What follows belongs to an exercise in optimizing a design on an open flow for small area, a short achievable clock period and few clock cycles per item; a production flow would make more cautious choices. Only simulation tests tie the RTL to the original design; equivalence was not proved. Power figures rest on the tool's default switching activity, not on a simulated workload.

## config.mk

```make
export PLATFORM = sky130hd
export DESIGN_NAME = tx_zc_phase_gen
export DESIGN_NICKNAME = tx_zc_phase_gen
export VERILOG_FILES = /design/flow/design.v
export SDC_FILE = /design/flow/constraint.sdc
export NUM_CORES = 4
export LEC_CHECK = 0
export CAP_MARGIN = 20
export CORE_MARGIN = 2
export CORE_UTILIZATION = 40
export CTS_BUF_LIST = sky130_fd_sc_hd__clkbuf_8
export CTS_CLUSTER_DIAMETER = 60
export CTS_CLUSTER_SIZE = 20
export SETUP_SLACK_MARGIN = 3.9
export SLEW_MARGIN = 20
```

## constraint.sdc

```tcl
create_clock -name core_clock -period 8.0 [get_ports {sys_clk}]
set_input_delay 1.6000 -clock core_clock [delete_from_list [all_inputs] [get_ports {sys_clk}]]
set_output_delay 1.6000 -clock core_clock [all_outputs]
set_load 0.01 [all_outputs]
```

## design.v

```verilog
package tx_zc_pkg;
    localparam int ZC_NZC_W_DEF = 12;
    localparam int ZC_OUT_W_DEF = 12;
    localparam int ZC_INV_W_DEF = 18;
    localparam int ZC_T_MULT = 24;
endpackage
module tx_zc_mul (
    input  logic        clk,
    input  logic        i_en,
    input  logic [16:0] i_th,
    input  logic [17:0] i_inv,
    output logic [11:0] o_y,
    output logic [16:0] o_p
);
    logic [18:0] thx;
    logic [8:0]  w_neg, w_one, w_two;
    logic [8:0]  neg, one, two;
    logic        r_dsgn;
    logic [18:0] pp0;
    logic [18:0] pp1;
    logic [18:0] pp2;
    logic [18:0] pp3;
    logic [18:0] pp4;
    logic [18:0] pp5;
    logic [18:0] pp6;
    logic [18:0] pp7;
    logic [18:0] pp8;
    logic [34:0] ra, rb;
    logic [34:6] r_a, r_b;
    logic        r_sgn, r_c6;
    logic [6:0]  w_l6;
    logic s1;
    logic c2;
    logic s3;
    logic c4;
    logic s5;
    logic c6;
    logic s7;
    logic c8;
    logic s9;
    logic c10;
    logic s11;
    logic c12;
    logic s13;
    logic c14;
    logic s15;
    logic c16;
    logic s17;
    logic c18;
    logic s19;
    logic c20;
    logic s21;
    logic c22;
    logic s23;
    logic c24;
    logic s25;
    logic c26;
    logic s27;
    logic c28;
    logic s29;
    logic c30;
    logic s31;
    logic c32;
    logic s33;
    logic c34;
    logic s35;
    logic c36;
    logic s37;
    logic c38;
    logic s39;
    logic c40;
    logic s41;
    logic c42;
    logic s43;
    logic c44;
    logic s45;
    logic c46;
    logic s47;
    logic c48;
    logic s49;
    logic c50;
    logic s51;
    logic c52;
    logic s53;
    logic c54;
    logic s55;
    logic c56;
    logic s57;
    logic c58;
    logic s59;
    logic c60;
    logic s61;
    logic c62;
    logic s63;
    logic c64;
    logic s65;
    logic c66;
    logic s67;
    logic c68;
    logic s69;
    logic c70;
    logic s71;
    logic c72;
    logic s73;
    logic c74;
    logic s75;
    logic c76;
    logic s77;
    logic c78;
    logic s79;
    logic c80;
    logic s81;
    logic c82;
    logic s83;
    logic c84;
    logic s85;
    logic c86;
    logic s87;
    logic c88;
    logic s89;
    logic c90;
    logic s91;
    logic c92;
    logic s93;
    logic c94;
    logic s95;
    logic c96;
    logic s97;
    logic c98;
    logic s99;
    logic c100;
    logic s101;
    logic c102;
    logic s103;
    logic c104;
    logic s105;
    logic c106;
    logic s107;
    logic c108;
    logic s109;
    logic c110;
    logic s111;
    logic c112;
    logic s113;
    logic c114;
    logic s115;
    logic c116;
    logic s117;
    logic c118;
    logic s119;
    logic c120;
    logic s121;
    logic c122;
    logic s123;
    logic c124;
    logic s125;
    logic c126;
    logic s127;
    logic c128;
    logic s129;
    logic c130;
    logic s131;
    logic c132;
    logic s133;
    logic c134;
    logic s135;
    logic c136;
    logic s137;
    logic c138;
    logic s139;
    logic c140;
    logic s141;
    logic c142;
    logic s143;
    logic c144;
    logic s145;
    logic c146;
    logic s147;
    logic c148;
    logic s149;
    logic c150;
    logic s151;
    logic c152;
    logic s153;
    logic c154;
    logic s155;
    logic c156;
    logic s157;
    logic c158;
    logic s159;
    logic c160;
    logic s161;
    logic c162;
    logic s163;
    logic c164;
    logic s165;
    logic c166;
    logic s167;
    logic c168;
    logic s169;
    logic c170;
    logic s171;
    logic c172;
    logic s173;
    logic c174;
    logic s175;
    logic c176;
    logic s177;
    logic c178;
    logic s179;
    logic c180;
    logic s181;
    logic c182;
    logic s183;
    logic c184;
    logic s185;
    logic c186;
    logic s187;
    logic c188;
    logic s189;
    logic c190;
    logic s191;
    logic c192;
    logic s193;
    logic c194;
    logic s195;
    logic c196;
    logic s197;
    logic c198;
    logic s199;
    logic c200;
    logic s201;
    logic c202;
    logic s203;
    logic c204;
    logic s205;
    logic c206;
    logic s207;
    logic c208;
    logic s209;
    logic c210;
    logic s211;
    logic c212;
    logic s213;
    logic c214;
    logic s215;
    logic c216;
    logic s217;
    logic c218;
    logic s219;
    logic c220;
    logic s221;
    logic c222;
    logic s223;
    logic c224;
    logic s225;
    logic c226;
    logic s227;
    logic c228;
    logic s229;
    logic c230;
    logic s231;
    logic c232;
    logic s233;
    logic c234;
    logic s235;
    logic c236;
    logic s237;
    logic c238;
    logic s239;
    logic c240;
    logic s241;
    logic c242;
    logic s243;
    logic c244;
    logic s245;
    logic c246;
    logic s247;
    logic c248;
    logic s249;
    logic c250;
    logic s251;
    logic c252;
    logic s253;
    logic c254;
    logic s255;
    logic c256;
    logic s257;
    logic c258;
    logic s259;
    logic c260;
    logic s261;
    logic c262;
    logic s263;
    logic c264;
    logic s265;
    logic c266;
    logic s267;
    logic c268;
    logic s269;
    logic c270;
    logic s271;
    logic c272;
    logic s273;
    logic c274;
    logic s275;
    logic c276;
    logic s277;
    logic c278;
    logic s279;
    logic c280;
    logic s281;
    logic c282;
    logic s283;
    logic c284;
    logic s285;
    logic c286;
    logic s287;
    logic c288;
    logic s289;
    logic c290;
    logic s291;
    logic c292;
    logic s293;
    logic c294;
    logic s295;
    logic c296;
    logic s297;
    logic c298;
    logic s299;
    logic c300;
    logic s301;
    logic c302;
    logic s303;
    logic c304;
    logic s305;
    logic c306;
    assign thx = {i_th[16], i_th, 1'b0};
    always_comb begin
        for (int i = 0; i < 9; i++) begin
            w_neg[i] = thx[2*i+2] & ~(thx[2*i+1] & thx[2*i]);
            w_one[i] = thx[2*i+1] ^ thx[2*i];
            w_two[i] = (thx[2*i+2] & ~thx[2*i+1] & ~thx[2*i]) | (~thx[2*i+2] & thx[2*i+1] & thx[2*i]);
        end
    end
    always_ff @(posedge clk) begin
        if (i_en) begin
            neg    <= w_neg;
            one    <= w_one;
            two    <= w_two;
            r_dsgn <= i_th[16];
        end
    end
    assign pp0 = (({19{one[0]}} & {1'b0, i_inv}) | ({19{two[0]}} & {i_inv, 1'b0})) ^ {19{neg[0]}};
    assign pp1 = (({19{one[1]}} & {1'b0, i_inv}) | ({19{two[1]}} & {i_inv, 1'b0})) ^ {19{neg[1]}};
    assign pp2 = (({19{one[2]}} & {1'b0, i_inv}) | ({19{two[2]}} & {i_inv, 1'b0})) ^ {19{neg[2]}};
    assign pp3 = (({19{one[3]}} & {1'b0, i_inv}) | ({19{two[3]}} & {i_inv, 1'b0})) ^ {19{neg[3]}};
    assign pp4 = (({19{one[4]}} & {1'b0, i_inv}) | ({19{two[4]}} & {i_inv, 1'b0})) ^ {19{neg[4]}};
    assign pp5 = (({19{one[5]}} & {1'b0, i_inv}) | ({19{two[5]}} & {i_inv, 1'b0})) ^ {19{neg[5]}};
    assign pp6 = (({19{one[6]}} & {1'b0, i_inv}) | ({19{two[6]}} & {i_inv, 1'b0})) ^ {19{neg[6]}};
    assign pp7 = (({19{one[7]}} & {1'b0, i_inv}) | ({19{two[7]}} & {i_inv, 1'b0})) ^ {19{neg[7]}};
    assign pp8 = (({19{one[8]}} & {1'b0, i_inv}) | ({19{two[8]}} & {i_inv, 1'b0})) ^ {19{neg[8]}};
    assign s1 = pp0[16] ^ pp1[14];
    assign c2 = pp0[16] & pp1[14];
    assign s3 = pp0[17] ^ pp1[15];
    assign c4 = pp0[17] & pp1[15];
    assign s5 = pp0[18] ^ pp1[16];
    assign c6 = pp0[18] & pp1[16];
    assign s7 = pp1[17] ^ pp2[15];
    assign c8 = pp1[17] & pp2[15];
    assign s9 = pp1[18] ^ pp2[16];
    assign c10 = pp1[18] & pp2[16];
    assign s11 = ~neg[1] ^ pp2[17];
    assign c12 = ~neg[1] & pp2[17];
    assign s13 = pp0[10] ^ pp1[8];
    assign c14 = pp0[10] & pp1[8];
    assign s15 = pp0[11] ^ pp1[9];
    assign c16 = pp0[11] & pp1[9];
    assign s17 = pp0[12] ^ pp1[10] ^ pp2[8];
    assign c18 = (pp0[12] & pp1[10]) | (pp0[12] & pp2[8]) | (pp1[10] & pp2[8]);
    assign s19 = pp3[6] ^ pp4[4];
    assign c20 = pp3[6] & pp4[4];
    assign s21 = pp0[13] ^ pp1[11] ^ pp2[9];
    assign c22 = (pp0[13] & pp1[11]) | (pp0[13] & pp2[9]) | (pp1[11] & pp2[9]);
    assign s23 = pp3[7] ^ pp4[5];
    assign c24 = pp3[7] & pp4[5];
    assign s25 = pp0[14] ^ pp1[12] ^ pp2[10];
    assign c26 = (pp0[14] & pp1[12]) | (pp0[14] & pp2[10]) | (pp1[12] & pp2[10]);
    assign s27 = pp3[8] ^ pp4[6] ^ pp5[4];
    assign c28 = (pp3[8] & pp4[6]) | (pp3[8] & pp5[4]) | (pp4[6] & pp5[4]);
    assign s29 = pp6[2] ^ pp7[0];
    assign c30 = pp6[2] & pp7[0];
    assign s31 = pp0[15] ^ pp1[13] ^ pp2[11];
    assign c32 = (pp0[15] & pp1[13]) | (pp0[15] & pp2[11]) | (pp1[13] & pp2[11]);
    assign s33 = pp3[9] ^ pp4[7] ^ pp5[5];
    assign c34 = (pp3[9] & pp4[7]) | (pp3[9] & pp5[5]) | (pp4[7] & pp5[5]);
    assign s35 = pp6[3] ^ pp7[1];
    assign c36 = pp6[3] & pp7[1];
    assign s37 = pp2[12] ^ pp3[10] ^ pp4[8];
    assign c38 = (pp2[12] & pp3[10]) | (pp2[12] & pp4[8]) | (pp3[10] & pp4[8]);
    assign s39 = pp5[6] ^ pp6[4] ^ pp7[2];
    assign c40 = (pp5[6] & pp6[4]) | (pp5[6] & pp7[2]) | (pp6[4] & pp7[2]);
    assign s41 = pp8[0] ^ neg[8] ^ s1;
    assign c42 = (pp8[0] & neg[8]) | (pp8[0] & s1) | (neg[8] & s1);
    assign s43 = pp2[13] ^ pp3[11] ^ pp4[9];
    assign c44 = (pp2[13] & pp3[11]) | (pp2[13] & pp4[9]) | (pp3[11] & pp4[9]);
    assign s45 = pp5[7] ^ pp6[5] ^ pp7[3];
    assign c46 = (pp5[7] & pp6[5]) | (pp5[7] & pp7[3]) | (pp6[5] & pp7[3]);
    assign s47 = pp8[1] ^ s3 ^ c2;
    assign c48 = (pp8[1] & s3) | (pp8[1] & c2) | (s3 & c2);
    assign s49 = pp2[14] ^ pp3[12] ^ pp4[10];
    assign c50 = (pp2[14] & pp3[12]) | (pp2[14] & pp4[10]) | (pp3[12] & pp4[10]);
    assign s51 = pp5[8] ^ pp6[6] ^ pp7[4];
    assign c52 = (pp5[8] & pp6[6]) | (pp5[8] & pp7[4]) | (pp6[6] & pp7[4]);
    assign s53 = pp8[2] ^ s5 ^ c4;
    assign c54 = (pp8[2] & s5) | (pp8[2] & c4) | (s5 & c4);
    assign s55 = pp3[13] ^ pp4[11] ^ pp5[9];
    assign c56 = (pp3[13] & pp4[11]) | (pp3[13] & pp5[9]) | (pp4[11] & pp5[9]);
    assign s57 = pp6[7] ^ pp7[5] ^ pp8[3];
    assign c58 = (pp6[7] & pp7[5]) | (pp6[7] & pp8[3]) | (pp7[5] & pp8[3]);
    assign s59 = neg[0] ^ s7 ^ c6;
    assign c60 = (neg[0] & s7) | (neg[0] & c6) | (s7 & c6);
    assign s61 = pp3[14] ^ pp4[12] ^ pp5[10];
    assign c62 = (pp3[14] & pp4[12]) | (pp3[14] & pp5[10]) | (pp4[12] & pp5[10]);
    assign s63 = pp6[8] ^ pp7[6] ^ pp8[4];
    assign c64 = (pp6[8] & pp7[6]) | (pp6[8] & pp8[4]) | (pp7[6] & pp8[4]);
    assign s65 = neg[0] ^ s9 ^ c8;
    assign c66 = (neg[0] & s9) | (neg[0] & c8) | (s9 & c8);
    assign s67 = pp3[15] ^ pp4[13] ^ pp5[11];
    assign c68 = (pp3[15] & pp4[13]) | (pp3[15] & pp5[11]) | (pp4[13] & pp5[11]);
    assign s69 = pp6[9] ^ pp7[7] ^ pp8[5];
    assign c70 = (pp6[9] & pp7[7]) | (pp6[9] & pp8[5]) | (pp7[7] & pp8[5]);
    assign s71 = ~neg[0] ^ s11 ^ c10;
    assign c72 = (~neg[0] & s11) | (~neg[0] & c10) | (s11 & c10);
    assign s73 = pp2[18] ^ pp3[16] ^ pp4[14];
    assign c74 = (pp2[18] & pp3[16]) | (pp2[18] & pp4[14]) | (pp3[16] & pp4[14]);
    assign s75 = pp5[12] ^ pp6[10] ^ pp7[8];
    assign c76 = (pp5[12] & pp6[10]) | (pp5[12] & pp7[8]) | (pp6[10] & pp7[8]);
    assign s77 = ~(pp8[6] ^ c12);
    assign c78 = pp8[6] | c12;
    assign s79 = ~neg[2] ^ pp3[17] ^ pp4[15];
    assign c80 = (~neg[2] & pp3[17]) | (~neg[2] & pp4[15]) | (pp3[17] & pp4[15]);
    assign s81 = pp5[13] ^ pp6[11] ^ pp7[9];
    assign c82 = (pp5[13] & pp6[11]) | (pp5[13] & pp7[9]) | (pp6[11] & pp7[9]);
    assign s83 = pp3[18] ^ pp4[16] ^ pp5[14];
    assign c84 = (pp3[18] & pp4[16]) | (pp3[18] & pp5[14]) | (pp4[16] & pp5[14]);
    assign s85 = pp6[12] ^ pp7[10];
    assign c86 = pp6[12] & pp7[10];
    assign s87 = ~neg[3] ^ pp4[17] ^ pp5[15];
    assign c88 = (~neg[3] & pp4[17]) | (~neg[3] & pp5[15]) | (pp4[17] & pp5[15]);
    assign s89 = pp4[18] ^ pp5[16];
    assign c90 = pp4[18] & pp5[16];
    assign s91 = pp0[6] ^ pp1[4];
    assign c92 = pp0[6] & pp1[4];
    assign s93 = pp0[7] ^ pp1[5];
    assign c94 = pp0[7] & pp1[5];
    assign s95 = pp0[8] ^ pp1[6] ^ pp2[4];
    assign c96 = (pp0[8] & pp1[6]) | (pp0[8] & pp2[4]) | (pp1[6] & pp2[4]);
    assign s97 = pp3[2] ^ pp4[0];
    assign c98 = pp3[2] & pp4[0];
    assign s99 = pp0[9] ^ pp1[7] ^ pp2[5];
    assign c100 = (pp0[9] & pp1[7]) | (pp0[9] & pp2[5]) | (pp1[7] & pp2[5]);
    assign s101 = pp3[3] ^ pp4[1];
    assign c102 = pp3[3] & pp4[1];
    assign s103 = pp2[6] ^ pp3[4] ^ pp4[2];
    assign c104 = (pp2[6] & pp3[4]) | (pp2[6] & pp4[2]) | (pp3[4] & pp4[2]);
    assign s105 = pp5[0] ^ neg[5] ^ s13;
    assign c106 = (pp5[0] & neg[5]) | (pp5[0] & s13) | (neg[5] & s13);
    assign s107 = pp2[7] ^ pp3[5] ^ pp4[3];
    assign c108 = (pp2[7] & pp3[5]) | (pp2[7] & pp4[3]) | (pp3[5] & pp4[3]);
    assign s109 = pp5[1] ^ s15 ^ c14;
    assign c110 = (pp5[1] & s15) | (pp5[1] & c14) | (s15 & c14);
    assign s111 = pp5[2] ^ pp6[0] ^ neg[6];
    assign c112 = (pp5[2] & pp6[0]) | (pp5[2] & neg[6]) | (pp6[0] & neg[6]);
    assign s113 = s17 ^ s19 ^ c16;
    assign c114 = (s17 & s19) | (s17 & c16) | (s19 & c16);
    assign s115 = pp5[3] ^ pp6[1] ^ s21;
    assign c116 = (pp5[3] & pp6[1]) | (pp5[3] & s21) | (pp6[1] & s21);
    assign s117 = s23 ^ c18 ^ c20;
    assign c118 = (s23 & c18) | (s23 & c20) | (c18 & c20);
    assign s119 = neg[7] ^ s25 ^ s27;
    assign c120 = (neg[7] & s25) | (neg[7] & s27) | (s25 & s27);
    assign s121 = s29 ^ c22 ^ c24;
    assign c122 = (s29 & c22) | (s29 & c24) | (c22 & c24);
    assign s123 = s31 ^ s33 ^ s35;
    assign c124 = (s31 & s33) | (s31 & s35) | (s33 & s35);
    assign s125 = c26 ^ c28 ^ c30;
    assign c126 = (c26 & c28) | (c26 & c30) | (c28 & c30);
    assign s127 = s37 ^ s39 ^ s41;
    assign c128 = (s37 & s39) | (s37 & s41) | (s39 & s41);
    assign s129 = c32 ^ c34 ^ c36;
    assign c130 = (c32 & c34) | (c32 & c36) | (c34 & c36);
    assign s131 = s43 ^ s45 ^ s47;
    assign c132 = (s43 & s45) | (s43 & s47) | (s45 & s47);
    assign s133 = c38 ^ c40 ^ c42;
    assign c134 = (c38 & c40) | (c38 & c42) | (c40 & c42);
    assign s135 = s49 ^ s51 ^ s53;
    assign c136 = (s49 & s51) | (s49 & s53) | (s51 & s53);
    assign s137 = c44 ^ c46 ^ c48;
    assign c138 = (c44 & c46) | (c44 & c48) | (c46 & c48);
    assign s139 = s55 ^ s57 ^ s59;
    assign c140 = (s55 & s57) | (s55 & s59) | (s57 & s59);
    assign s141 = c50 ^ c52 ^ c54;
    assign c142 = (c50 & c52) | (c50 & c54) | (c52 & c54);
    assign s143 = s61 ^ s63 ^ s65;
    assign c144 = (s61 & s63) | (s61 & s65) | (s63 & s65);
    assign s145 = c56 ^ c58 ^ c60;
    assign c146 = (c56 & c58) | (c56 & c60) | (c58 & c60);
    assign s147 = s67 ^ s69 ^ s71;
    assign c148 = (s67 & s69) | (s67 & s71) | (s69 & s71);
    assign s149 = c62 ^ c64 ^ c66;
    assign c150 = (c62 & c64) | (c62 & c66) | (c64 & c66);
    assign s151 = s73 ^ s75 ^ s77;
    assign c152 = (s73 & s75) | (s73 & s77) | (s75 & s77);
    assign s153 = c68 ^ c70 ^ c72;
    assign c154 = (c68 & c70) | (c68 & c72) | (c70 & c72);
    assign s155 = pp8[7] ^ s79 ^ s81;
    assign c156 = (pp8[7] & s79) | (pp8[7] & s81) | (s79 & s81);
    assign s157 = c74 ^ c76 ^ c78;
    assign c158 = (c74 & c76) | (c74 & c78) | (c76 & c78);
    assign s159 = ~(pp8[8] ^ s83);
    assign c160 = pp8[8] | s83;
    assign s161 = s85 ^ c80 ^ c82;
    assign c162 = (s85 & c80) | (s85 & c82) | (c80 & c82);
    assign s163 = pp6[13] ^ pp7[11] ^ pp8[9];
    assign c164 = (pp6[13] & pp7[11]) | (pp6[13] & pp8[9]) | (pp7[11] & pp8[9]);
    assign s165 = s87 ^ c84 ^ c86;
    assign c166 = (s87 & c84) | (s87 & c86) | (c84 & c86);
    assign s167 = pp6[14] ^ pp7[12] ^ pp8[10];
    assign c168 = (pp6[14] & pp7[12]) | (pp6[14] & pp8[10]) | (pp7[12] & pp8[10]);
    assign s169 = ~(s89 ^ c88);
    assign c170 = s89 | c88;
    assign s171 = ~neg[4] ^ pp5[17] ^ pp6[15];
    assign c172 = (~neg[4] & pp5[17]) | (~neg[4] & pp6[15]) | (pp5[17] & pp6[15]);
    assign s173 = pp7[13] ^ pp8[11] ^ c90;
    assign c174 = (pp7[13] & pp8[11]) | (pp7[13] & c90) | (pp8[11] & c90);
    assign s175 = pp5[18] ^ pp6[16] ^ pp7[14];
    assign c176 = (pp5[18] & pp6[16]) | (pp5[18] & pp7[14]) | (pp6[16] & pp7[14]);
    assign s177 = ~pp8[12];
    assign c178 = pp8[12];
    assign s179 = ~neg[5] ^ pp6[17] ^ pp7[15];
    assign c180 = (~neg[5] & pp6[17]) | (~neg[5] & pp7[15]) | (pp6[17] & pp7[15]);
    assign s181 = pp6[18] ^ pp7[16];
    assign c182 = pp6[18] & pp7[16];
    assign s183 = pp0[4] ^ pp1[2];
    assign c184 = pp0[4] & pp1[2];
    assign s185 = pp0[5] ^ pp1[3] ^ pp2[1];
    assign c186 = (pp0[5] & pp1[3]) | (pp0[5] & pp2[1]) | (pp1[3] & pp2[1]);
    assign s187 = pp2[2] ^ pp3[0] ^ neg[3];
    assign c188 = (pp2[2] & pp3[0]) | (pp2[2] & neg[3]) | (pp3[0] & neg[3]);
    assign s189 = pp2[3] ^ pp3[1] ^ s93;
    assign c190 = (pp2[3] & pp3[1]) | (pp2[3] & s93) | (pp3[1] & s93);
    assign s191 = neg[4] ^ s95 ^ s97;
    assign c192 = (neg[4] & s95) | (neg[4] & s97) | (s95 & s97);
    assign s193 = s99 ^ s101 ^ c96;
    assign c194 = (s99 & s101) | (s99 & c96) | (s101 & c96);
    assign s195 = s103 ^ s105 ^ c100;
    assign c196 = (s103 & s105) | (s103 & c100) | (s105 & c100);
    assign s197 = s107 ^ s109 ^ c104;
    assign c198 = (s107 & s109) | (s107 & c104) | (s109 & c104);
    assign s199 = s111 ^ s113 ^ c108;
    assign c200 = (s111 & s113) | (s111 & c108) | (s113 & c108);
    assign s201 = s115 ^ s117 ^ c112;
    assign c202 = (s115 & s117) | (s115 & c112) | (s117 & c112);
    assign s203 = s119 ^ s121 ^ c116;
    assign c204 = (s119 & s121) | (s119 & c116) | (s121 & c116);
    assign s205 = s123 ^ s125 ^ c120;
    assign c206 = (s123 & s125) | (s123 & c120) | (s125 & c120);
    assign s207 = s127 ^ s129 ^ c124;
    assign c208 = (s127 & s129) | (s127 & c124) | (s129 & c124);
    assign s209 = s131 ^ s133 ^ c128;
    assign c210 = (s131 & s133) | (s131 & c128) | (s133 & c128);
    assign s211 = s135 ^ s137 ^ c132;
    assign c212 = (s135 & s137) | (s135 & c132) | (s137 & c132);
    assign s213 = s139 ^ s141 ^ c136;
    assign c214 = (s139 & s141) | (s139 & c136) | (s141 & c136);
    assign s215 = s143 ^ s145 ^ c140;
    assign c216 = (s143 & s145) | (s143 & c140) | (s145 & c140);
    assign s217 = s147 ^ s149 ^ c144;
    assign c218 = (s147 & s149) | (s147 & c144) | (s149 & c144);
    assign s219 = s151 ^ s153 ^ c148;
    assign c220 = (s151 & s153) | (s151 & c148) | (s153 & c148);
    assign s221 = s155 ^ s157 ^ c152;
    assign c222 = (s155 & s157) | (s155 & c152) | (s157 & c152);
    assign s223 = s159 ^ s161 ^ c156;
    assign c224 = (s159 & s161) | (s159 & c156) | (s161 & c156);
    assign s225 = s163 ^ s165 ^ c160;
    assign c226 = (s163 & s165) | (s163 & c160) | (s165 & c160);
    assign s227 = s167 ^ s169 ^ c164;
    assign c228 = (s167 & s169) | (s167 & c164) | (s169 & c164);
    assign s229 = s171 ^ s173 ^ c168;
    assign c230 = (s171 & s173) | (s171 & c168) | (s173 & c168);
    assign s231 = s175 ^ s177 ^ c172;
    assign c232 = (s175 & s177) | (s175 & c172) | (s177 & c172);
    assign s233 = pp8[13] ^ s179 ^ c176;
    assign c234 = (pp8[13] & s179) | (pp8[13] & c176) | (s179 & c176);
    assign s235 = ~(pp8[14] ^ s181);
    assign c236 = pp8[14] | s181;
    assign s237 = ~neg[6] ^ pp7[17] ^ pp8[15];
    assign c238 = (~neg[6] & pp7[17]) | (~neg[6] & pp8[15]) | (pp7[17] & pp8[15]);
    assign s239 = pp7[18] ^ pp8[16];
    assign c240 = pp7[18] & pp8[16];
    assign s241 = pp0[2] ^ pp1[0];
    assign c242 = pp0[2] & pp1[0];
    assign s243 = pp0[3] ^ pp1[1];
    assign c244 = pp0[3] & pp1[1];
    assign s245 = pp2[0] ^ neg[2] ^ s183;
    assign c246 = (pp2[0] & neg[2]) | (pp2[0] & s183) | (neg[2] & s183);
    assign s247 = ~(s185 ^ c184);
    assign c248 = s185 | c184;
    assign s249 = s91 ^ s187 ^ c186;
    assign c250 = (s91 & s187) | (s91 & c186) | (s187 & c186);
    assign s251 = c92 ^ s189 ^ c188;
    assign c252 = (c92 & s189) | (c92 & c188) | (s189 & c188);
    assign s253 = c94 ^ s191 ^ c190;
    assign c254 = (c94 & s191) | (c94 & c190) | (s191 & c190);
    assign s255 = c98 ^ s193 ^ c192;
    assign c256 = (c98 & s193) | (c98 & c192) | (s193 & c192);
    assign s257 = c102 ^ s195 ^ c194;
    assign c258 = (c102 & s195) | (c102 & c194) | (s195 & c194);
    assign s259 = c106 ^ s197 ^ c196;
    assign c260 = (c106 & s197) | (c106 & c196) | (s197 & c196);
    assign s261 = c110 ^ s199 ^ c198;
    assign c262 = (c110 & s199) | (c110 & c198) | (s199 & c198);
    assign s263 = c114 ^ s201 ^ c200;
    assign c264 = (c114 & s201) | (c114 & c200) | (s201 & c200);
    assign s265 = c118 ^ s203 ^ c202;
    assign c266 = (c118 & s203) | (c118 & c202) | (s203 & c202);
    assign s267 = c122 ^ s205 ^ c204;
    assign c268 = (c122 & s205) | (c122 & c204) | (s205 & c204);
    assign s269 = c126 ^ s207 ^ c206;
    assign c270 = (c126 & s207) | (c126 & c206) | (s207 & c206);
    assign s271 = c130 ^ s209 ^ c208;
    assign c272 = (c130 & s209) | (c130 & c208) | (s209 & c208);
    assign s273 = c134 ^ s211 ^ c210;
    assign c274 = (c134 & s211) | (c134 & c210) | (s211 & c210);
    assign s275 = c138 ^ s213 ^ c212;
    assign c276 = (c138 & s213) | (c138 & c212) | (s213 & c212);
    assign s277 = c142 ^ s215 ^ c214;
    assign c278 = (c142 & s215) | (c142 & c214) | (s215 & c214);
    assign s279 = c146 ^ s217 ^ c216;
    assign c280 = (c146 & s217) | (c146 & c216) | (s217 & c216);
    assign s281 = c150 ^ s219 ^ c218;
    assign c282 = (c150 & s219) | (c150 & c218) | (s219 & c218);
    assign s283 = c154 ^ s221 ^ c220;
    assign c284 = (c154 & s221) | (c154 & c220) | (s221 & c220);
    assign s285 = c158 ^ s223 ^ c222;
    assign c286 = (c158 & s223) | (c158 & c222) | (s223 & c222);
    assign s287 = c162 ^ s225 ^ c224;
    assign c288 = (c162 & s225) | (c162 & c224) | (s225 & c224);
    assign s289 = c166 ^ s227 ^ c226;
    assign c290 = (c166 & s227) | (c166 & c226) | (s227 & c226);
    assign s291 = c170 ^ s229 ^ c228;
    assign c292 = (c170 & s229) | (c170 & c228) | (s229 & c228);
    assign s293 = c174 ^ s231 ^ c230;
    assign c294 = (c174 & s231) | (c174 & c230) | (s231 & c230);
    assign s295 = c178 ^ s233 ^ c232;
    assign c296 = (c178 & s233) | (c178 & c232) | (s233 & c232);
    assign s297 = c180 ^ s235 ^ c234;
    assign c298 = (c180 & s235) | (c180 & c234) | (s235 & c234);
    assign s299 = c182 ^ s237 ^ c236;
    assign c300 = (c182 & s237) | (c182 & c236) | (s237 & c236);
    assign s301 = ~(s239 ^ c238);
    assign c302 = s239 | c238;
    assign s303 = ~neg[7] ^ pp8[17] ^ c240;
    assign c304 = (~neg[7] & pp8[17]) | (~neg[7] & c240) | (pp8[17] & c240);
    assign s305 = ~pp8[18];
    assign c306 = pp8[18];
    assign ra[0] = pp0[0];
    assign rb[0] = neg[0];
    assign ra[1] = pp0[1];
    assign rb[1] = 1'b0;
    assign ra[2] = neg[1];
    assign rb[2] = s241;
    assign ra[3] = s243;
    assign rb[3] = c242;
    assign ra[4] = s245;
    assign rb[4] = c244;
    assign ra[5] = s247;
    assign rb[5] = c246;
    assign ra[6] = s249;
    assign rb[6] = c248;
    assign ra[7] = s251;
    assign rb[7] = c250;
    assign ra[8] = s253;
    assign rb[8] = c252;
    assign ra[9] = s255;
    assign rb[9] = c254;
    assign ra[10] = s257;
    assign rb[10] = c256;
    assign ra[11] = s259;
    assign rb[11] = c258;
    assign ra[12] = s261;
    assign rb[12] = c260;
    assign ra[13] = s263;
    assign rb[13] = c262;
    assign ra[14] = s265;
    assign rb[14] = c264;
    assign ra[15] = s267;
    assign rb[15] = c266;
    assign ra[16] = s269;
    assign rb[16] = c268;
    assign ra[17] = s271;
    assign rb[17] = c270;
    assign ra[18] = s273;
    assign rb[18] = c272;
    assign ra[19] = s275;
    assign rb[19] = c274;
    assign ra[20] = s277;
    assign rb[20] = c276;
    assign ra[21] = s279;
    assign rb[21] = c278;
    assign ra[22] = s281;
    assign rb[22] = c280;
    assign ra[23] = s283;
    assign rb[23] = c282;
    assign ra[24] = s285;
    assign rb[24] = c284;
    assign ra[25] = s287;
    assign rb[25] = c286;
    assign ra[26] = s289;
    assign rb[26] = c288;
    assign ra[27] = s291;
    assign rb[27] = c290;
    assign ra[28] = s293;
    assign rb[28] = c292;
    assign ra[29] = s295;
    assign rb[29] = c294;
    assign ra[30] = s297;
    assign rb[30] = c296;
    assign ra[31] = s299;
    assign rb[31] = c298;
    assign ra[32] = s301;
    assign rb[32] = c300;
    assign ra[33] = s303;
    assign rb[33] = c302;
    assign ra[34] = s305;
    assign rb[34] = c304;
    assign w_l6 = {1'b0, ra[5:0]} + {1'b0, rb[5:0]};
    always_ff @(posedge clk) begin
        if (i_en) begin
            r_a   <= ra[34:6];
            r_b   <= rb[34:6];
            r_sgn <= r_dsgn;
            r_c6  <= w_l6[6];
        end
    end
    logic [22:6] w_lo;
    logic [17:0] w_sum;
    assign w_sum = {r_a[22:6], r_c6} + {r_b[22:6], r_c6};
    assign w_lo  = w_sum[17:1];
    assign o_p  = w_lo[22:6];
    logic [34:17] w_p, w_o, w_g;
    logic         w_z0, w_z1;
    assign w_p   = r_a[34:17] ^ r_b[34:17];
    assign w_o   = r_a[34:17] | r_b[34:17];
    assign w_g   = r_a[34:17] & r_b[34:17];
    assign w_z0  = !w_lo[17] && (w_o[33:17] == w_p[34:18]);
    assign w_z1  = w_lo[17] && (w_g[33:17] == ~w_p[34:18]);
    assign o_y   = (w_z0 || w_z1) ? w_lo[17:6] : (r_sgn ? 12'h800 : 12'h7ff);
endmodule
module tx_zc_phase_gen #(
    parameter int NZC_W  = tx_zc_pkg::ZC_NZC_W_DEF,
    parameter int OUT_W  = tx_zc_pkg::ZC_OUT_W_DEF,
    parameter int INV_W  = tx_zc_pkg::ZC_INV_W_DEF,
    parameter int PH_W   = NZC_W + 5
) (
    input  logic             sys_clk,
    input  logic             rst,
    input  logic             start,
    input  logic             abort,
    input  logic [NZC_W-1:0] zc_N_zc,
    input  logic [NZC_W-1:0] zc_len,
    input  logic [NZC_W-1:0] zc_start_index,
    input  logic [PH_W-1:0]  zc_Q,
    input  logic [PH_W-1:0]  zc_P,
    input  logic [INV_W-1:0] zc_inv_T,
    input  logic             theta_ready,
    output logic             theta_valid,
    output logic [OUT_W-1:0] theta_data,
    output logic             theta_last,
    output logic             busy,
    output logic             cfg_err
);
    logic        r_busy, r_idle, r_cfg_err;
    logic        r_ph_q2;    
    logic        r_ph_e0;    
    logic        r_ph_run;   
    logic        r_ph_w1;    
    logic        r_ph_w2;    
    logic        r_ph_w3;    
    logic        r_s1_valid, r_s1_last, r_s2_valid, r_s2_last, r_out_valid, r_out_last;
    logic [11:0] r_out_data;
    logic [11:0] r_nzc;          
    logic [13:0] r_t3;           
    logic [16:0] r_q;            
    logic [16:0] r_p;            
    logic [17:0] r_inv;          
    logic [11:0] r_rem;          
    logic [11:0] r_skip;         
    logic [11:0]        r_mc;    
    logic               r_wrap;  
    logic               r_usep;  
    logic signed [16:0] r_th;    
    logic [16:0]        r_e;     
    logic [4:0]         r_z;     
    logic [4:0]         r_pm;    
    logic [13:0] w_3n;
    logic [14:0] w_qc_a, w_qc_b, w_qc_s, w_qc_c, w_qc_r;
    logic [14:0] w_pc_s, w_pc_c, w_pc_r;
    logic [15:0] w_q2_a, w_q2_b, w_q2_s, w_q2_c, w_q2x;
    logic        w_cfg_ok, w_accept, w_adv, w_step, w_done, w_last_step;
    logic [16:0] w_t, w_half;
    logic [16:0] w_q2;
    logic [18:0] w_tha, w_thb, w_tnx, w_hnx, w_ths, w_s1, w_c1, w_ths_m, w_s2, w_c2, w_thc;
    logic [16:0] w_th_nxt;
    logic        w_wrap_nxt, w_e0_nxt;
    logic [16:0] w_ea;
    logic [18:0] w_eq, w_tx, w_ed, w_s3, w_c3, w_edt;
    logic [16:0] w_e_nxt;
    logic [1:0]  w_p3;
    logic [4:0]  w_pm;
    logic [3:0]  w_zl_s;
    logic [4:0]  w_z_nxt, w_zth5;
    logic [16:0] w_zth;
    logic [17:0] w_mul_b;
    logic [11:0] w_sat;
    logic [16:0] w_prod;
    logic        w_th_ld;
    logic [16:0] w_th_d;
    assign w_qc_a   = {3'b000, zc_N_zc};
    assign w_qc_b   = ~{1'b0, zc_N_zc, 2'b00};
    assign w_qc_s   = w_qc_a ^ w_qc_b ^ {1'b0, zc_Q[16:3]};
    assign w_qc_c   = {(w_qc_a[13:0] & w_qc_b[13:0]) | ((w_qc_a[13:0] | w_qc_b[13:0]) & zc_Q[16:3]), 1'b1};
    assign w_qc_r   = w_qc_s + w_qc_c;
    assign w_pc_s   = w_qc_a ^ w_qc_b ^ {1'b0, zc_P[16:3]};
    assign w_pc_c   = {(w_qc_a[13:0] & w_qc_b[13:0]) | ((w_qc_a[13:0] | w_qc_b[13:0]) & zc_P[16:3]), 1'b1};
    assign w_pc_r   = w_pc_s + w_pc_c;
    assign w_cfg_ok = (zc_N_zc[11:2] != '0 || zc_N_zc[1:0] == 2'd3) && (zc_len != '0) &&
                      (zc_start_index < zc_len) && w_qc_r[14] && w_pc_r[14];
    assign w_accept = !r_busy && start && w_cfg_ok;
    assign w_adv       = !(r_out_valid && !theta_ready);
    assign w_step      = w_adv && r_ph_run;
    assign w_last_step = (r_rem == 12'd1);
    assign w_done      = r_out_valid && r_out_last && theta_ready;
    assign w_t    = {r_t3, 3'b000};
    assign w_half = {1'b0, r_t3, 2'b00};
    assign w_3n    = 14'(r_nzc) + {1'b0, r_nzc, 1'b0};
    assign w_q2_a  = {4'b0000, r_nzc};
    assign w_q2_b  = ~{2'b00, r_nzc, 2'b00};
    assign w_q2_s  = w_q2_a ^ w_q2_b ^ {1'b0, r_q[16:2]};
    assign w_q2_c  = {(w_q2_a[14:0] & w_q2_b[14:0]) | ((w_q2_a[14:0] | w_q2_b[14:0]) & r_q[16:2]), 1'b1};
    assign w_q2x   = w_q2_s + w_q2_c;
    assign w_q2    = w_q2x[15] ? {r_q[15:0], 1'b0} : {w_q2x[13:0], r_q[1:0], 1'b0};
    assign w_tha  = {r_th[16], r_th[16], r_th};
    assign w_thb  = {2'b00, r_e};
    assign w_tnx  = ~{2'b00, w_t};
    assign w_hnx  = ~{2'b00, w_half};
    assign w_ths  = w_tha + w_thb;
    assign w_s1   = w_tha ^ w_thb ^ w_tnx;
    assign w_c1   = {(w_tha[17:0] & w_thb[17:0]) | (w_tha[17:0] & w_tnx[17:0]) | (w_thb[17:0] & w_tnx[17:0]), 1'b1};
    assign w_ths_m = w_s1 + w_c1;
    assign w_s2   = w_tha ^ w_thb ^ w_hnx;
    assign w_c2   = {(w_tha[17:0] & w_thb[17:0]) | (w_tha[17:0] & w_hnx[17:0]) | (w_thb[17:0] & w_hnx[17:0]), 1'b1};
    assign w_thc  = w_s2 + w_c2;
    assign w_th_nxt = w_thc[18] ? w_ths[16:0] : w_ths_m[16:0];
    assign w_ea   = r_usep ? r_p : r_e;
    assign w_eq   = ~{2'b00, r_q};
    assign w_tx   = {2'b00, w_t};
    assign w_ed   = {2'b00, w_ea} - {2'b00, r_q};
    assign w_s3   = {2'b00, w_ea} ^ w_eq ^ w_tx;
    assign w_c3   = {({1'b0, w_ea} & w_eq[17:0]) | ({1'b0, w_ea} & w_tx[17:0]) | (w_eq[17:0] & w_tx[17:0]), 1'b1};
    assign w_edt  = w_s3 + w_c3;
    assign w_e_nxt = w_ed[18] ? w_edt[16:0] : w_ed[16:0];
    function automatic logic [1:0] add3(input logic [1:0] a, input logic [1:0] b);
        case ({a, b})
            4'b0000: add3 = 2'd0;  4'b0001: add3 = 2'd1;  4'b0010: add3 = 2'd2;
            4'b0100: add3 = 2'd1;  4'b0101: add3 = 2'd2;  4'b0110: add3 = 2'd0;
            4'b1000: add3 = 2'd2;  4'b1001: add3 = 2'd0;  4'b1010: add3 = 2'd1;
            default: add3 = 2'd0;
        endcase
    endfunction
    function automatic logic [1:0] red3(input logic [1:0] g);
        red3 = {g[1] & ~g[0], g[0] & ~g[1]};
    endfunction
    always_comb begin
        logic [1:0] r0, r1, r2, r3, r4, r5, r6;
        r0 = red3(r_p[4:3]);   r1 = red3(r_p[6:5]);   r2 = red3(r_p[8:7]);
        r3 = red3(r_p[10:9]);  r4 = red3(r_p[12:11]); r5 = red3(r_p[14:13]);
        r6 = red3(r_p[16:15]);
        w_p3 = add3(add3(add3(r0, r1), add3(r2, r3)), add3(add3(r4, r5), r6));
    end
    assign w_pm = {w_p3, r_p[2:0]};
    assign w_zl_s  = {1'b0, r_z[2:0]} + {1'b0, r_pm[2:0]};
    assign w_z_nxt = {add3(add3(r_z[4:3], r_pm[4:3]), {1'b0, w_zl_s[3]}), w_zl_s[2:0]};
    assign w_zth5  = (r_z[4:3] == 2'd2) ? {2'b11, r_z[2:0]} :
                     (r_z[4:3] == 2'd1 && r_z[2]) ? {2'b10, r_z[2:0]} : {1'b0, r_z[3], r_z[2:0]};
    assign w_zth   = {{12{w_zth5[4]}}, w_zth5};
    always_comb begin
        if (r_ph_q2)      w_th_d = '0;
        else if (r_ph_w3) w_th_d = w_prod;
        else if (r_wrap)  w_th_d = w_zth;
        else              w_th_d = w_th_nxt;
    end
    assign w_th_ld = r_ph_q2 || (w_adv && (r_ph_run || r_ph_w3));
    assign w_mul_b = r_ph_w2 ? {r_nzc, 6'b000000} : r_inv;
    tx_zc_mul u_mul (.clk(sys_clk), .i_en(w_adv), .i_th(r_th), .i_inv(w_mul_b),
                     .o_y(w_sat), .o_p(w_prod));
    assign w_e0_nxt   = !rst && !abort && r_busy && r_ph_q2;
    assign w_wrap_nxt = r_ph_q2 ? 1'b0 : (w_step ? (!r_wrap && r_mc == 12'd2) : r_wrap);
    always_ff @(posedge sys_clk) begin
        if (rst || abort) begin
            r_busy      <= 1'b0;
            r_idle      <= 1'b1;
            r_ph_q2     <= 1'b0;
            r_ph_e0     <= 1'b0;
            r_ph_run    <= 1'b0;
            r_ph_w1     <= 1'b0;
            r_ph_w2     <= 1'b0;
            r_ph_w3     <= 1'b0;
            r_s1_valid  <= 1'b0;
            r_s1_last   <= 1'b0;
            r_s2_valid  <= 1'b0;
            r_s2_last   <= 1'b0;
            r_out_valid <= 1'b0;
            r_out_last  <= 1'b0;
            r_cfg_err   <= 1'b0;
        end else begin
            r_cfg_err <= !r_busy && start && !w_cfg_ok;
            if (!r_busy) begin
                r_busy  <= w_accept;
                r_idle  <= !w_accept;
                r_ph_q2 <= w_accept;
            end else begin
                if (w_done) begin
                    r_busy <= 1'b0;
                    r_idle <= 1'b1;
                end
                r_ph_q2 <= 1'b0;
                r_ph_e0 <= r_ph_q2;
                if (r_ph_e0) r_ph_run <= 1'b1;
                if (w_adv) begin
                    if (r_ph_run && (w_last_step || r_wrap)) r_ph_run <= 1'b0;
                    r_ph_w1 <= r_ph_run && !w_last_step && r_wrap;
                    r_ph_w2 <= r_ph_w1;
                    r_ph_w3 <= r_ph_w2;
                    if (r_ph_w3) r_ph_run <= 1'b1;
                end
            end
            if (w_adv) begin
                r_s1_valid  <= w_step && (r_skip == '0);
                r_s1_last   <= w_last_step;
                r_s2_valid  <= r_s1_valid;
                r_s2_last   <= r_s1_last;
                r_out_valid <= r_s2_valid;
                r_out_last  <= r_s2_last;
            end
        end
    end
    always_ff @(posedge sys_clk) begin
        if (r_idle) begin
            r_nzc  <= zc_N_zc;
            r_q    <= zc_Q;
            r_p    <= zc_P;
            r_inv  <= zc_inv_T;
            r_rem  <= zc_len;
            r_skip <= zc_start_index;
        end else begin
            if (r_ph_q2) begin
                r_q  <= w_q2;
                r_t3 <= w_3n;
            end
            if (w_step) begin
                r_rem <= r_rem - 12'd1;
                if (r_skip != '0) r_skip <= r_skip - 12'd1;
            end
        end
    end
    always_ff @(posedge sys_clk) begin
        if (w_th_ld) begin
            r_th <= w_th_d;
        end
        r_wrap <= w_wrap_nxt;
        r_usep <= w_e0_nxt || w_wrap_nxt;
        if (r_ph_q2) begin
            r_mc   <= r_nzc;
            r_pm   <= w_pm;
            r_z    <= w_pm;
        end
        if (r_ph_e0) begin
            r_e <= w_e_nxt;
        end
        if (w_step) begin
            r_e <= w_e_nxt;
            if (r_wrap) begin
                r_z    <= w_z_nxt;
                r_mc   <= r_nzc;
            end else begin
                r_mc   <= r_mc - 12'd1;
            end
        end
        if (w_adv) begin
            r_out_data <= w_sat;
        end
    end
    assign theta_valid = r_out_valid;
    assign theta_data  = r_out_data;
    assign theta_last  = r_out_last;
    assign busy        = r_busy;
    assign cfg_err     = r_cfg_err;
endmodule
```

## flow/run.sh

```bash
#!/bin/bash
# The standard layout, with the ports buffered by buf_2 cells instead of the
# default choice of buffer cell.
set -euo pipefail
export BUFFER_PORTS_ARGS="-buffer_cell sky130_fd_sc_hd__buf_2"
bash standard.sh > standard.log 2>&1
```

## standard.sh

```bash
#!/bin/bash
# synth_recipe.tcl (not shown) runs the flow's synth.tcl, then flattens the netlist and writes it again
# the make line also repeats each setting of config.mk as NAME=value (left out here)
make -C /OpenROAD-flow-scripts/flow DESIGN_CONFIG=/design/flow/config.mk WORK_HOME=/design/flow/orfs CLKGATE_MAP_FILE= SYNTH_SCRIPT=/design/flow/synth_recipe.tcl "${@:-finish}"
```

==> results of run 1 <==
-- layer usage --
| layer | global-route usage | vias to the layer above |
|---|---|---|
| met4 | 0.0664 | 2 |
| met1 | 0.262 | 9703 |
| met2 | 0.348 | 567 |
| li1 | - | 9621 |
| met3 | 0.0215 | 133 |
| met5 | 0 | - |
-- worst min-delay path by stage --
| stage | from | endpoint | slack (ns) |
|---|---|---|---|
| after detailed placement | r_s1_valid$_SDFFE_PP0N_ | r_s1_valid$_SDFFE_PP0N_ | 0.45 |
| after floorplan | u_mul.r_dsgn$_DFFE_PN_ | u_mul.r_sgn$_DFFE_PN_ | 0.40 |
| final | r_s1_valid$_SDFFE_PP0N_ | r_s1_valid$_SDFFE_PP0N_ | 0.46 |
| after CTS | r_s1_valid$_SDFFE_PP0N_ | r_s1_valid$_SDFFE_PP0N_ | 0.46 |
| after global placement | r_s1_valid$_SDFFE_PP0N_ | r_s1_valid$_SDFFE_PP0N_ | 0.44 |
| after global routing | r_s1_valid$_SDFFE_PP0N_ | r_s2_valid$_SDFFE_PP0N_ | 0.49 |
-- power breakdown --
group          internal (mW)  switching (mW)
clock network          0.403           0.584
logic                   1.60            2.12
registers               1.98           0.206
-- cells by family after synthesis --
group / synth area share
adders and majority gates: 0.267
DFF: 0.293
AOI/OAI and AO/OA: 0.134
xor gates and xnor gates: 0.103
and+or+nand+nor: 0.0950
buffers and inverters: 0.0797
muxes: 0.0287
-- worst max-delay path, stage by stage, from the launching register on --
cell and delay (ns):
edfxtp_1 0.56, mux2_4 0.39, a22oi_1 0.26, xnor2_1 0.16, ha_1 0.27, fa_1 0.54, inv_1 0.05, fa_1 0.48
fa_1 0.55, inv_1 0.06, fa_1 0.44
-- state kept, by name, summed over array words and instances (netlist names), 5 cells and up --
signal and cells:
u_mul.r_a 29, u_mul.r_b 29, r_inv 18, r_e 17, r_p 17, r_q 17, r_th 17, r_t3 14
r_mc 12, r_nzc 12, r_out_data 12, r_rem 12, r_skip 12, u_mul.neg 9, u_mul.one 9, u_mul.two 8
r_pm 5, r_z 5
-- cells in the mapped netlist, types with 11 or more instances --
cell        n  share of area
and3_1     11         0.0025
nor2_1    132          0.018
nor4_1     23         0.0053
mux2i_1    57          0.021
clkbuf_1   84          0.012
o21a_1     46          0.013
xor2_1     95          0.030
edfxtp_1  252           0.28
o21ai_0   116          0.021
o21bai_1   11         0.0030
buf_1      32         0.0044
mux2_2     19         0.0078
nand2b_1   28         0.0064
ha_1      260           0.12
nor2b_1    32         0.0073
dfxtp_1    22          0.016
nand4_1    11         0.0025
fa_1      201           0.15
nor3_1     35         0.0064
inv_1     453          0.062
nand3_1    39         0.0072
a22oi_1   137          0.038
nand2_1   186          0.026
a211oi_1   14         0.0039
xnor2_1   225          0.072
a21oi_1    91          0.017
a21o_1     30         0.0083
-- metrics by stage --
| step | setup slack, ns | cell area, µm² | power, mW |
|---|---|---|---|
| finish | 3.99 | 29700 | 6.90 |
| global route | 3.90 | 29700 | 7.59 |
| CTS | 3.88 | 29400 | 6.96 |
| detailed placement | 3.52 | 28700 | 5.94 |
| global placement | 3.63 | 28700 | 5.80 |
| floorplan | 3.91 | 27300 | 4.91 |
-- repair_timing --
action | in CTS | in global routing
endpoints found under the setup margin | 39 | 32
pin swaps | 0 | 1
buffers inserted | 5 | 33
resized for setup | 5 | 9
cloned | 0 | 1
-- final cells by class --
class | instances | area share
Clock buffer | 29 | 0.0134
Inverter | 456 | 0.0576
Clock inverter | 22 | 0.00715
Sequential cell | 274 | 0.269
Timing Repair Buffer | 172 | 0.0380
Multi-Input combinational cell | 1944 | 0.578
Tap cell | 873 | 0.0367
==> impl_metrics.ini, run 1 <==
[outcome]
status = timing/DRC/antenna clean

[clocking]
numCtsBuffers = 28
clock_sinks = 274
root_buffer = clkbuf_8
ctsHoldBuffers = 0
cts_tree = built
clk_pin_slew_worst_paths_ns = 0.10
cts_buffer_depth = 3
clk_latency_ns = 0.66
htree_num_levels = 1

[critical_path]
worstPathRequired_ns = 8.39
arrival_ns = 4.40
r2r_cells = 10
start_kind = register
reg2reg_to = u_mul.r_a[20]$_DFFE_PN_
endpoint_kind = register
crit_type = reg -> reg
reg2reg_slack_ns = 3.99
cp_max_fo = 8
startpoint = r_nzc[9]$_DFFE_PP_
reg2reg_from = r_nzc[9]$_DFFE_PP_
critPathCapture = u_mul.r_a[20]$_DFFE_PN_

[floorplan]
die_y_um = 265
coreArea_um2 = 67400
initial_utilization = 0.405
die-area_um2 = 70300
io_pins = 109
fp.dieW_um = 265
rows = 95

[synthesis]
syn_area_um2 = 27300
ys_types = 80
synth_edf_count = 252
syn_avg_cell_area_um2 = 9.77
yosysWarnings = 2
async_reset_ff_frac = 0
syn-instance-count = 2793
ys_ff_latch = 274
syn_nets = 3347
synthFlopType = edfxtp_1
yosysSeqAreaShare = 0.293

[timing]
hold_viol_final = 0
finalSetupViolCount = 0
relSlewSlack = 0.273
grt_setup_unrepaired = false
slew_viol_final = 0
finalCritPeriodShare = 0.501
fin_skew_ns = 0.0227
fmax_mhz = 249
whs_ns = 0.459
tns_ns = 0
worst_pin_slew_ns = 1.09
layout_min_cycle_time_ns = 4.01

[placed_design]
gp_congestion = 0.930
dp_hpwl_um = 55300
port_buffers = 108
dp_cells = 3680

[layout]
nets = 3430
drive_gt1_frac = 0.0942
area_growth_pct = 9.01
stdcell_count = 3770
final_cell_mix = 453 x inv_1, 260 x ha_1, 252 x edfxtp_1
seq_area_um2 = 8020
final_util = 0.441
n_antenna_cell = 0
nFillCells = 6407
multi_input_area_um2 = 17200
final_common_cell = inv_1

[pwr]
leakage_nw = 13.3
p_per_area_nw_per_um2 = 232
vdd_ir_drop_max_mv = 0.122

[drt]
drtIter0Drc = 1387
ant_nets = 0
dr_total_vias = 20026
wl_met2_um = 34300
wl_met3_um = 3360
dr.max_layer_used = met5
wl_met1_um = 30500
drtPass1Iterations = 6
avgViaCountPerCell = 5.31
drt-total-wl_um = 70600
routedWlPerCell_um = 18.7
drc = 0

[global_route]
grt_usage = 0.201
grt_remaining_overflow = 0
antenna_found_initial = 1
grt_max_degree = 76
grt_pass1_vias = 21153
grt_pass1_wl_um = 113000

[worst_hold_path]
hold_depth = 2
hold_class = reg -> reg

[job]
max_cap_viol_count = 0
Testbench counts, summed over its fixed seeds: cycles 47,060, items 46,621.
==> run 2: changes to the inputs <==
--- a/config.mk
+++ b/config.mk
@@ -7,9 +7,10 @@
 export LEC_CHECK = 0
 export CAP_MARGIN = 20
 export CORE_MARGIN = 2
-export CORE_UTILIZATION = 40
+export CORE_UTILIZATION = 60
 export CTS_BUF_LIST = sky130_fd_sc_hd__clkbuf_8
 export CTS_CLUSTER_DIAMETER = 60
 export CTS_CLUSTER_SIZE = 20
-export SETUP_SLACK_MARGIN = 3.9
+export PLACE_DENSITY = 0.75
+export SETUP_SLACK_MARGIN = 4.0
 export SLEW_MARGIN = 20
==> run 2 against run 1 <==
Clock power rose by 4%; total power rose by 1.3%; synthesized cell count unchanged; sequential power hardly changed; cell count decreased by 7.1%; sequential share of layout area grew 0.19 points; flip-flop and latch count unchanged; worst setup slack gained 0.036 ns; clock skew is 0.022 ns higher; final area down 0.69%; via count increased by 2.8%; clock-buffer cell count is 1 lower; highest routed layer is now met4.
==> impl_metrics.ini, run 2 <==
[synthesis]
synth_most_common_cell = inv_1
ys_ff_latch = 274
syn_area_um2 = 27300
ys_types = 80
yosysSeqAreaShare = 0.293
yosysWarnings = 2
yosys.area.top_type_share = 0.277
async_reset_ff_frac = 0
synthTopCellsByArea = edfxtp_1 28%, fa_1 15%, ha_1 12%
yosysTopAreaCell = edfxtp_1
synth_edf_count = 252
synth.top_cells.by_count = 453 x inv_1, 260 x ha_1, 252 x edfxtp_1
syn_avg_cell_area_um2 = 9.77
syn_nets = 3347
synthFlopType = edfxtp_1
syn-instance-count = 2793

[drt]
ant_nets = 0
dr_total_vias = 20594
routedWlPerCell_um = 19.5
avgViaCountPerCell = 5.88
drc = 0
drtPass1Iterations = 6
drtIter0Drc = 1620
drt-total-wl_um = 68400

[worst_hold_path]
hold_depth = 2
hold_class = reg -> reg

[layout]
n_antenna_cell = 0
post-route-cell-area_um2 = 29500
final_cell_mix = 454 x inv_1, 260 x ha_1, 252 x edfxtp_1
nets = 3434
area_growth_pct = 8.26
nFillCells = 3623
drive_gt1_frac = 0.0993
reg.largest.list = u_mul.r_a (29), u_mul.r_b (29), r_inv (18)
final_common_cell = inv_1
final_util = 0.655
multi_input_area_um2 = 17300
seq_area_um2 = 8020

[clocking]
numCtsBuffers = 28
cts_buffer_depth = 3
clk_pin_slew_worst_paths_ns = 0.10
cts_tree = built
clock_sinks = 274
ctsHoldBuffers = 0
htree_num_levels = 1
root_buffer = clkbuf_8
clk_latency_ns = 0.68

[timing]
finalCritPeriodShare = 0.497
fin_skew_ns = 0.0450
slew_viol_final = 0
grt_setup_unrepaired = true
fmax_mhz = 252
hold_viol_final = 0
worst_pin_slew_ns = 0.983
tns_ns = 0
relSlewSlack = 0.345
finalSetupViolCount = 0
setup_slack_ns = 4.03
layout_min_cycle_time_ns = 3.97

[critical_path]
start_kind = register
reg2reg_slack_ns = 4.03
cp_max_fo = 34
worstPathRequired_ns = 8.42
crit_type = reg -> reg
endpoint_kind = register
r2r_cells = 14
arrival_ns = 4.39

[global_route]
grt_max_degree = 77
grt_usage = 0.291
grt_pass1_wl_um = 109000
grt_pass1_vias = 21172
grt_remaining_overflow = 0
antenna_found_initial = 0

[floorplan]
rows = 78
die_y_um = 217
fp.dieW_um = 217
die-area_um2 = 47200
coreArea_um2 = 45100
initial_utilization = 0.605
io_pins = 109

[placed_design]
place_worst_setup_slack_ns = 3.44
port_buffers = 108
dp_hpwl_um = 53000
gp_congestion = 0.926
placed_cell_area_um2 = 28300

[pwr]
vdd_ir_drop_max_mv = 0.234
power.total_mw = 6.99
leakage_nw = 13.4
p_per_area_nw_per_um2 = 237

[outcome]
status = timing/DRC/antenna clean

[job]
max_cap_viol_count = 0
==> run 2: cell counts after synthesis <==
Identical to the previous run, type by type.
==> run 2: final timing paths <==
check / startpoint / to
worst max-delay path: r_usep$_DFF_P_ / r_e[16]$_DFFE_PP_
worst min-delay path: r_s1_valid$_SDFFE_PP0N_ / r_s1_valid$_SDFFE_PP0N_
worst max register to register: r_usep$_DFF_P_ / r_e[16]$_DFFE_PP_
worst min register to register: r_s1_valid$_SDFFE_PP0N_ / r_s1_valid$_SDFFE_PP0N_
==> run 2: routing by layer <==
| metal | share of wire | GRT usage | vias to the layer above |
|---|---|---|---|
| li1 | - | - | 9652 |
| met3 | 0.054 | 0.0282 | 202 |
| met5 | 0 | 0 | - |
| met4 | 0.048 | 0.121 | 0 |
| met1 | 0.41 | 0.364 | 10006 |
| met2 | 0.49 | 0.514 | 734 |
==> run 2: final cells by class <==
type | instances | area share
clock buffer | 28 | 0.0130
clock inverter | 23 | 0.00894
inverter | 456 | 0.0580
multi-input combinational | 1946 | 0.586
sequential | 274 | 0.271
tap | 600 | 0.0254
timing repair buffer | 174 | 0.0377
==> run 2: what timing repair did <==
action	CTS	global route
buffers inserted	14	32
endpoints found under the setup margin	46	42
gates resized for setup	11	22
gates cloned	0	3
pin swaps	0	11
==> run 2: cell families (layout without fill, tap and decap cells) <==
family | count (synthesis) | count (layout) | share of synthesized area
buffers and inverters | 576 | 681 | 0.0797
adders and majority gates | 461 | 461 | 0.267
xor gates and xnor gates | 320 | 320 | 0.103
and+or+nand+nor | 547 | 547 | 0.0950
DFF | 274 | 274 | 0.293
muxes | 76 | 79 | 0.0287
AOI/OAI and AO/OA | 539 | 539 | 0.134
==> run 2: power breakdown <==
group          leakage, nW  internal (mW)  switching, mW
clock                0.326          0.433          0.593
sequential            2.76           1.98          0.211
combinational         10.3           1.62           2.15
total                 13.4           4.03           2.96
==> run 2: through the flow <==
step / hold slack (ns) / instances
2_1_floorplan: 0.400 / 2793
4_1_cts: 0.461 / 3465
6_report: 0.460 / 3501
3_5_place_dp: 0.449 / 3400
3_3_place_gp: 0.442 / 3398
5_1_grt: 0.483 / 3501
==> run 2: worst max-delay path, cell delays in order, from the launching register on <==
cell and delay (ns):
dfxtp_1 0.34, clkbuf_8 0.29, o21a_1 0.25, inv_1 0.07, ha_1 0.34, fa_1 0.41
nor2b_1 0.17, o31a_1 0.31, o41ai_4 0.36, o2111ai_2 0.24, a41o_1 0.29, a21oi_1 0.18
xnor2_1 0.14, mux2i_1 0.12, xor2_1 0.18
==> run 3: changes to the inputs <==
==> flow/run.sh (replaced) <==
#!/bin/bash
# The standard layout, with the ports buffered by buf_1 cells instead of the
# default choice of buffer cell.
set -euo pipefail
export BUFFER_PORTS_ARGS="-buffer_cell sky130_fd_sc_hd__buf_1"
bash standard.sh > standard.log 2>&1
--- a/config.mk
+++ b/config.mk
@@ -7,10 +7,9 @@
 export LEC_CHECK = 0
 export CAP_MARGIN = 20
 export CORE_MARGIN = 2
-export CORE_UTILIZATION = 60
+export CORE_UTILIZATION = 40
 export CTS_BUF_LIST = sky130_fd_sc_hd__clkbuf_8
 export CTS_CLUSTER_DIAMETER = 60
 export CTS_CLUSTER_SIZE = 20
-export PLACE_DENSITY = 0.75
 export SETUP_SLACK_MARGIN = 4.0
 export SLEW_MARGIN = 20
==> run 3 against run 2 <==
Still clean; synthesized cell count did not move; clock skew grew 0.010 ns; synthesized area is the same; clock power rose by 19%; non-clock buffer count is 3 lower; first-iteration DRC count decreased by 14%; utilization fell by 21 points; worst setup slack better by 0.070 ns; largest power group unchanged.
==> impl_metrics.ini, run 3 <==
[pwr]
vdd_ir_drop_max_mv = 0.124
p_per_area_nw_per_um2 = 239
p_seq_frac = 0.307
switching_share = 0.418
p_comb_frac = 0.521
p_switching_mw = 2.98
leakage_nw = 13.1
pwr-share-clk = 0.172
intPower_mw = 4.15

[synthesis]
async_reset_ff_frac = 0
yosys.area.top_type_share = 0.277
synthFlopType = edfxtp_1
synth.top_cells.by_count = 453 x inv_1, 260 x ha_1, 252 x edfxtp_1
syn_avg_cell_area_um2 = 9.77
yosysTopAreaCell = edfxtp_1
ys_ff_latch = 274
synth_most_common_cell = inv_1
synthTopCellsByArea = edfxtp_1 28%, fa_1 15%, ha_1 12%
yosysSeqAreaShare = 0.293
ys_types = 80
syn_area_um2 = 27300
syn-instance-count = 2793
synth_edf_count = 252
yosysWarnings = 2
syn_nets = 3347

[critical_path]
arrival_ns = 4.27
r2r_cells = 10
endpoint_kind = register
crit_type = reg -> reg
start_kind = register
reg2reg_to = u_mul.r_a[21]$_DFFE_PN_
reg2reg_slack_ns = 4.10
reg2reg_from = r_nzc[10]$_DFFE_PP_
cp_max_fo = 5
worstPathRequired_ns = 8.37

[floorplan]
fp.dieW_um = 265
io_pins = 109
die_y_um = 265
coreArea_um2 = 67400
die-area_um2 = 70300
initial_utilization = 0.405
rows = 95

[placed_design]
gp_congestion = 0.904
port_buffers = 108
dp_hpwl_um = 55000

[timing]
worst_pin_slew_ns = 0.934
slew_viol_final = 0
fmax_mhz = 256
fin_skew_ns = 0.0552
finalCritPeriodShare = 0.488
grt_setup_unrepaired = true
relSlewSlack = 0.377
hold_viol_final = 0
finalSetupViolCount = 0
tns_ns = 0
layout_min_cycle_time_ns = 3.90
whs_ns = 0.465

[worst_hold_path]
hold_depth = 2
whs_endpoint = r_s2_last$_SDFFE_PP0N_
hold_class = reg -> reg
hold_start = r_s2_last$_SDFFE_PP0N_

[drt]
drt-total-wl_um = 70300
routedWlPerCell_um = 18.6
avgViaCountPerCell = 5.34
drtPass1Iterations = 5
ant_nets = 0
dr_total_vias = 20173
drc = 0
drtIter0Drc = 1395

[clocking]
clock_sinks = 274
clk_latency_ns = 0.66
clk_pin_slew_worst_paths_ns = 0.10
htree_num_levels = 2
ctsHoldBuffers = 0
cts_buffer_depth = 3
root_buffer = clkbuf_8
numCtsBuffers = 34
cts_tree = built

[global_route]
grt_pass1_vias = 21107
grt_max_degree = 73
grt_usage = 0.200
grt_pass1_wl_um = 112000
antenna_found_initial = 3
grt_remaining_overflow = 0

[layout]
n_antenna_cell = 0
final_common_cell = inv_1
nFillCells = 6440
final_cell_mix = 453 x inv_1, 259 x ha_1, 252 x edfxtp_1
nets = 3435
drive_gt1_frac = 0.0640
reg.largest.list = u_mul.r_a (29), u_mul.r_b (29), r_inv (18)
area_growth_pct = 9.31

[outcome]
status = timing/DRC/antenna clean

[job]
max_cap_viol_count = 0
==> run 3: kinds of logic (layout without fill, tap and decap cells) <==
logic type	count (synthesis)	after routing	synth area share
AO/OA/AOI/OAI	539	539	0.134
multiplexers	76	77	0.0287
flip-flops	274	274	0.293
AND/OR/NAND/NOR	547	547	0.0950
buffers and inverters	576	689	0.0797
XOR/XNOR	320	320	0.103
adder cells (fa/ha/maj)	461	461	0.267
==> run 3: layout make-up <==
cell class | count | area [µm²] | area share
repair buffers | 171 | 950 | 0.0318
flip-flops and latches | 274 | 8020 | 0.269
inverters | 456 | 1710 | 0.0575
clock buffers | 34 | 468 | 0.0157
multi-input cells | 1944 | 17300 | 0.578
well taps | 873 | 1090 | 0.0366
clock inverters | 28 | 338 | 0.0113
==> run 3: per-layer routing <==
layer  vias up  GRT usage  share of wire
met5         -          0        0.00013
met4         2     0.0791          0.037
met3       133     0.0262          0.048
met2       557      0.349           0.49
met1      9842      0.251           0.43
li1       9639          -              -
==> run 3: power by group through the flow <==
stage,clock [mW],sequential (mW),combinational [mW]
2_1_floorplan,0,2.12,2.79
3_3_place_gp,0,2.22,3.55
3_5_place_dp,0,2.23,3.68
4_1_cts,1.28,2.19,3.72
5_1_grt,1.32,2.22,4.27
6_report,1.23,2.19,3.71
==> run 3: how the worst max path moves through the flow <==
stage	cells after the start	endpoint	slack, ns	start
floorplan	10	u_mul.r_a[19]$_DFFE_PN_	4.01	u_mul.neg[2]$_DFFE_PN_
global placement	13	r_idle$_SDFFE_PP1P_	3.46	zc_N_zc[2]
detailed placement	13	r_idle$_SDFFE_PP1P_	3.44	zc_N_zc[2]
CTS	9	u_mul.r_a[19]$_DFFE_PN_	3.96	r_nzc[6]$_DFFE_PP_
global route	14	r_q[3]$_DFFE_PP_	3.97	r_nzc[5]$_DFFE_PP_
finish	10	u_mul.r_a[21]$_DFFE_PN_	4.10	r_nzc[10]$_DFFE_PP_
==> run 3: stage by stage <==
stage	setup slack (ns)	power, mW	utilization	area (µm²)	std cells
finish	4.10	7.13	0.443	29800	3780
global route	3.97	7.80	0.443	29800	3780
floorplan	4.01	4.91	-	27400	2793
CTS	3.96	7.18	0.438	29500	3754
detailed placement	3.44	5.91	0.423	28500	3678
global placement	3.46	5.78	0.423	28500	3677
==> run 3: worst max-delay path, stage by stage (launching register included) <==
cell,delay [ns]
edfxtp_1,0.55
mux2_4,0.38
a22oi_1,0.23
xnor2_1,0.10
ha_1,0.29
inv_1,0.05
fa_1,0.54
fa_1,0.45
fa_1,0.54
inv_1,0.05
fa_1,0.44
==> run 3: repair_timing <==
action                                  CTS  global route
resized for setup                         6            27
endpoints found under the setup margin   43            41
cloned                                    0             1
endpoints found under the hold margin     0             0
setup buffers                            14            25
pin swaps                                 0            26

==> separate check: timing with driven ports <==
The flow's constraints put no driver on any port. The routed layouts listed below were extracted and timed again, unchanged, in two steps. Step 1 sets driving cells, clkbuf_16 on the clock port and buf_2 on the other inputs (assumed; they add their load-dependent delay and slew). Step 2 also shifts input and output timing later by t, the mid clock arrival at the registers, as if the neighbouring blocks saw the same clock. Slacks: no drivers / after step 1 / after step 2; pairs: no drivers / after step 1.
| run | shift t [ns] | setup slack, ns | clock arrival spread, ns | pins driven straight from the clock port |
|---|---|---|---|---|
| run 1 | 0.701 | 3.991 / 3.991 / 3.569 | 0.024 / 0.024 | 1 |
| run 2 | 0.712 | 4.027 / 4.027 / 3.630 | 0.045 / 0.045 | 1 |
| run 3 | 0.684 | 4.097 / 4.097 / 3.584 | 0.064 / 0.064 | 1 |
After both steps every run listed still meets setup and hold. For run 3, which loses most, drivers alone change the setup slack by 0.000 ns; drivers and shift together by -0.513 ns.
